Source: an optimization exercise on an open RTL-to-GDS flow (aim: small area). Production flows keep margins and buffers that such runs may drop. At most, simulation tests tie the RTL to the original design; equivalence was not proved. Power is estimated from default activity; no workload was simulated.

==> flow/design.v (excerpt) <==
module snn_block_top #(
	parameter int BLOCK_ID = 0,
	parameter int NEURONS = snn_pkg::NUM_NEURONS,
	parameter int ROWS = snn_pkg::NUM_ROWS
) (
	input logic CLK,
	input logic RESET_N,
	input logic [16:0] CFG,			 
	input logic W_VALID,
	input logic [7:0] WEIGHT_IN,		 
	output logic W_REQUEST,
	output logic W_SET_DONE,
	input logic START,
	input logic EN,
	input logic [snn_pkg::DATA_W-1:0] DATA_IN,
	input logic REQUEST,
	output logic FRONT_DONE,
	output logic OUT_SPIKE,
	output logic OUT_SPIKE_VALID,
	output logic BACK_DONE
);
	logic wr_en;
	snn_pkg::row_t wr_row;
	snn_pkg::nidx_t wr_neuron;
	snn_pkg::weight_t wr_data;
	snn_pkg::row_t rd_row;
	snn_pkg::weight_t [NEURONS-1:0] rd_weights;	 
	logic [NEURONS-1:0] spikes;
	logic acc_en;
	logic clear;
	snn_pkg::grp_code_t grp_code;
	logic [5:0] outputs;
	snn_pkg::sum_t [NEURONS-1:0] sums;
	weight_loader #(.NEURONS(NEURONS), .ROWS(ROWS)) i_loader (
		.CLK(CLK), .RESET_N(RESET_N), .W_VALID(W_VALID), .WEIGHT_IN(WEIGHT_IN),
		.W_REQUEST(W_REQUEST), .W_SET_DONE(W_SET_DONE), .wr_en(wr_en),
		.wr_row(wr_row), .wr_neuron(wr_neuron), .wr_data(wr_data)
	);
	weight_mem #(.NEURONS(NEURONS), .ROWS(ROWS)) i_mem (
		.CLK(CLK), .RESET_N(RESET_N), .wr_en(wr_en), .wr_row(wr_row),
		.wr_neuron(wr_neuron), .wr_data(wr_data), .rd_row(rd_row),
		.rd_weights(rd_weights)
	);
	front_ctrl #(.BLOCK_ID(BLOCK_ID), .NEURONS(NEURONS)) i_front (
		.CLK(CLK), .RESET_N(RESET_N), .CFG(CFG), .START(START), .EN(EN),
		.DATA_IN(DATA_IN), .rd_row(rd_row), .spikes(spikes), .acc_en(acc_en),
		.clear(clear), .FRONT_DONE(FRONT_DONE), .grp_code(grp_code), .outputs(outputs)
	);
	neuron_array #(.NEURONS(NEURONS)) i_neurons (
		.CLK(CLK), .clear(clear), .acc_en(acc_en),
		.spikes(spikes), .weights(rd_weights), .sums(sums)
	);
	spike_readout #(.NEURONS(NEURONS)) i_readout (
		.CLK(CLK), .RESET_N(RESET_N), .REQUEST(REQUEST), .FRONT_DONE(FRONT_DONE),
		.sums(sums), .grp_code(grp_code), .outputs(outputs), .OUT_SPIKE(OUT_SPIKE),
		.OUT_SPIKE_VALID(OUT_SPIKE_VALID), .BACK_DONE(BACK_DONE)
	);
endmodule
Size: ~3,500 cells after synthesis, ~1,300 flip-flops, roughly 45 I/O pins, about 0.047 mm² of cells after synthesis.
Settings: LEC_CHECK=0, CAP_MARGIN=20, CORE_MARGIN=2, CORE_UTILIZATION=60, CTS_BUF_LIST=sky130_fd_sc_hd__clkbuf_16, CTS_CLUSTER_DIAMETER=60, CTS_CLUSTER_SIZE=30, SLEW_MARGIN=20; clock period 25.0 ns.
run.sh (not shown) runs the stock make flow with config.mk's settings and CLKGATE_MAP_FILE= SYNTH_SCRIPT=/design/flow/synth_recipe.tcl, a recipe that flattens the netlist after the stock synthesis.
The baseline went through all stages and came out clean.
Change:
- CORE_UTILIZATION: 60 -> 40
- CTS_BUF_LIST: sky130_fd_sc_hd__clkbuf_16 -> sky130_fd_sc_hd__clkbuf_8
- CTS_CLUSTER_DIAMETER: 60 -> default
- CTS_CLUSTER_SIZE: 30 -> default
Effect:
- The changed run completed without violations
- wire length decreases slightly
- flip-flop and latch count does not change
- first-iteration DRC count fell by a few percent
- synthesized cell count is unchanged
- utilization went down by 20 points
Change:
- CORE_UTILIZATION: 40 -> 60
- CTS_CLUSTER_DIAMETER: default -> 50
- CTS_CLUSTER_SIZE: default -> 16
Result: Total power falls by 7.4%; hold slack improved by 0.028 ns; critical path depth rises by 19; non-clock buffer count rises by 3; wire length rises by 2.4%; global-route usage rises by 10 points; count of clock-buffer cells in the layout falls by 120; worst setup slack got worse by 0.035 ns.
No run of this note included a check of the RTL's function; only the layout flow was run.

---

Setup of red:
snn_block_top, a different RTL version from the one above (not shown whole).
Size: roughly 3100 cells after synthesis, ~1300 flip-flops, ~45 I/O pins, roughly 44000 sq um of cells after synthesis.
Settings: LEC_CHECK=0, CAP_MARGIN=5, CORE_MARGIN=2, CORE_UTILIZATION=80, CTS_BUF_LIST=sky130_fd_sc_hd__clkbuf_8, CTS_CLUSTER_DIAMETER=55, CTS_CLUSTER_SIZE=18, SLEW_MARGIN=5; clock period 25.0 ns.
standard.sh (not shown) runs the stock make flow with config.mk's settings and CLKGATE_MAP_FILE= SYNTH_SCRIPT=/design/flow/synth_recipe.tcl, a recipe that flattens the netlist after the stock synthesis.
==> flow/flow/run.sh <==
#!/bin/bash
# The standard layout (standard.sh) with changes that leave the registers
# as the standard synthesis makes them:
#  - after Yosys extracts full adders, fixfa.py picks each adder's polarity
#    (a full adder is self-dual) so fewer inverters sit around the adders;
#  - ABC maps the logic with an area-recovering script (abc_map.script, used in
#    place of ORFS's abc_speed.script);
#  - ports are buffered with buf_1 cells;
#  - clock tree synthesis leaves out dummy loads and uses clkbuf_8 clusters.
# Every other ORFS script is used unchanged from a copy of $FLOW_HOME/scripts.
# standard.sh's output goes to standard.log; ORFS keeps each step's log under
# orfs/logs/.
set -euo pipefail
cd "$(dirname "$0")/.."
rm -rf scripts_local
cp -r "$FLOW_HOME/scripts" scripts_local
cp flow/abc_map.script scripts_local/abc_speed.script
cp flow/fixfa.py scripts_local/fixfa.py
python3 flow/patch_synth.py scripts_local/synth.tcl > patch.log 2>&1
export SCRIPTS_DIR="$PWD/scripts_local"
export BUFFER_PORTS_ARGS="-buffer_cell sky130_fd_sc_hd__buf_1"
export CTS_ARGS="-sink_clustering_enable -repair_clock_nets -dont_use_dummy_load -buf_list sky130_fd_sc_hd__clkbuf_8 -sink_clustering_size 18 -sink_clustering_max_diameter 55"
bash standard.sh > standard.log 2>&1
Other scripts of this flow, unchanged in this note and not shown: flow/flow/abc_map.script, flow/flow/fixfa.py, flow/flow/patch_synth.py
What blue does differently from red at the input level:
Settings: CAP_MARGIN changed from 5 to 20; SLEW_MARGIN changed from 5 to 20; CORE_UTILIZATION changed from 80 to 70.
--- a/flow/flow/run.sh
+++ b/flow/flow/run.sh
@@ -6,5 +6,4 @@
 #  - ABC maps the logic with an area-recovering script (abc_map.script, used in
 #    place of ORFS's abc_speed.script);
-#  - ports are buffered with buf_1 cells;
 #  - clock tree synthesis leaves out dummy loads and uses clkbuf_8 clusters.
 # Every other ORFS script is used unchanged from a copy of $FLOW_HOME/scripts.
@@ -19,5 +18,4 @@
 python3 flow/patch_synth.py scripts_local/synth.tcl > patch.log 2>&1
 export SCRIPTS_DIR="$PWD/scripts_local"
-export BUFFER_PORTS_ARGS="-buffer_cell sky130_fd_sc_hd__buf_1"
 export CTS_ARGS="-sink_clustering_enable -repair_clock_nets -dont_use_dummy_load -buf_list sky130_fd_sc_hd__clkbuf_8 -sink_clustering_size 18 -sink_clustering_max_diameter 55"
 bash standard.sh > standard.log 2>&1
Results
- Diff red -> blue: time the final worst path needs with I/O delays and setup climbed 0.016 ns; number of buffers other than clock buffers in the final layout climbed 1; fraction of met3 tracks used by global routing dropped 1.1 points.
- The count of inserted antenna diode cells in blue sits 1 above the value recorded for red.
- The worst setup slack of blue was inferior to that of red.
- In the flow results for red and blue, the total routed wirelength is larger on red.
- Against red, number of CTS-inserted buffers in blue rose by a little under 10%.
- Required arrival time at the worst endpoint (blue over red): decrease, 0.02 ns
- Max number of non-filler instances in the completed layout across red and blue: blue
Modified inputs, green compared to blue
Settings: CORE_UTILIZATION: 70 -> 80.
--- a/flow/flow/run.sh
+++ b/flow/flow/run.sh
@@ -6,5 +6,6 @@
 #  - ABC maps the logic with an area-recovering script (abc_map.script, used in
 #    place of ORFS's abc_speed.script);
-#  - clock tree synthesis leaves out dummy loads and uses clkbuf_8 clusters.
+#  - ports are buffered with buf_1 cells;
+#  - clock tree synthesis leaves out dummy loads and uses clkbuf_4 clusters.
 # Every other ORFS script is used unchanged from a copy of $FLOW_HOME/scripts.
 # standard.sh's output goes to standard.log; ORFS keeps each step's log under
@@ -18,4 +19,5 @@
 python3 flow/patch_synth.py scripts_local/synth.tcl > patch.log 2>&1
 export SCRIPTS_DIR="$PWD/scripts_local"
-export CTS_ARGS="-sink_clustering_enable -repair_clock_nets -dont_use_dummy_load -buf_list sky130_fd_sc_hd__clkbuf_8 -sink_clustering_size 18 -sink_clustering_max_diameter 55"
+export BUFFER_PORTS_ARGS="-buffer_cell sky130_fd_sc_hd__buf_1"
+export CTS_ARGS="-sink_clustering_enable -repair_clock_nets -dont_use_dummy_load -buf_list sky130_fd_sc_hd__clkbuf_4 -sink_clustering_size 10 -sink_clustering_max_diameter 40"
 bash standard.sh > standard.log 2>&1
Results
blue -> green: slew at the pin with the worst max-slew slack flat. Compare blue and green | number of design-rule violations left by the first detailed-router iteration higher: blue. Taking blue as the reference, in green sum of internal, switching and leakage power held; hold slack went down 0.037 ns. In the reports for blue and green, the smaller part of the total power dissipated in combinational logic belongs to blue. Against blue, green reports a number of antenna violations at the first check in global routing that is lower. Via count of the first global-routing pass grows by a few percent when moving from blue to green. Re placeable core area: green is about 13% down on blue.

## port drivers added, routing unchanged
The flow's constraints put no driver on any port. The routed layouts listed below were extracted and timed again, unchanged, in two steps.
Step 1 assumes that a clkbuf_16 drives the clock port and a buf_2 every other input.
Step 2, shift: input delay + t, output delay - t, t = (earliest + latest rising clock arrival at the registers) / 2. This alone moves slack from input paths to output paths.
a / b / c = ideal / step 1 / step 2; a / b = the first two.
run	t, ns	setup slack, ns	hold WS [ns]	worst slew at a driven data input, ns
the first run of note 1	0.722	17.002 / 17.002 / 17.002	0.334 / 0.334 / 0.334	0.07
the second run of note 1	0.919	17.043 / 16.978 / 17.176	0.307 / 0.307 / 0.307	0.04
the third run of note 1	0.834	17.007 / 17.007 / 17.007	0.334 / 0.334 / 0.334	0.07
red	0.776	16.731 / 16.731 / 16.731	0.303 / 0.303 / 0.303	0.08
blue	0.760	16.715 / 16.715 / 16.715	0.309 / 0.309 / 0.309	0.06
green	1.070	16.691 / 16.691 / 16.691	0.273 / 0.273 / 0.273	0.08
After both steps every run listed still meets setup and hold.
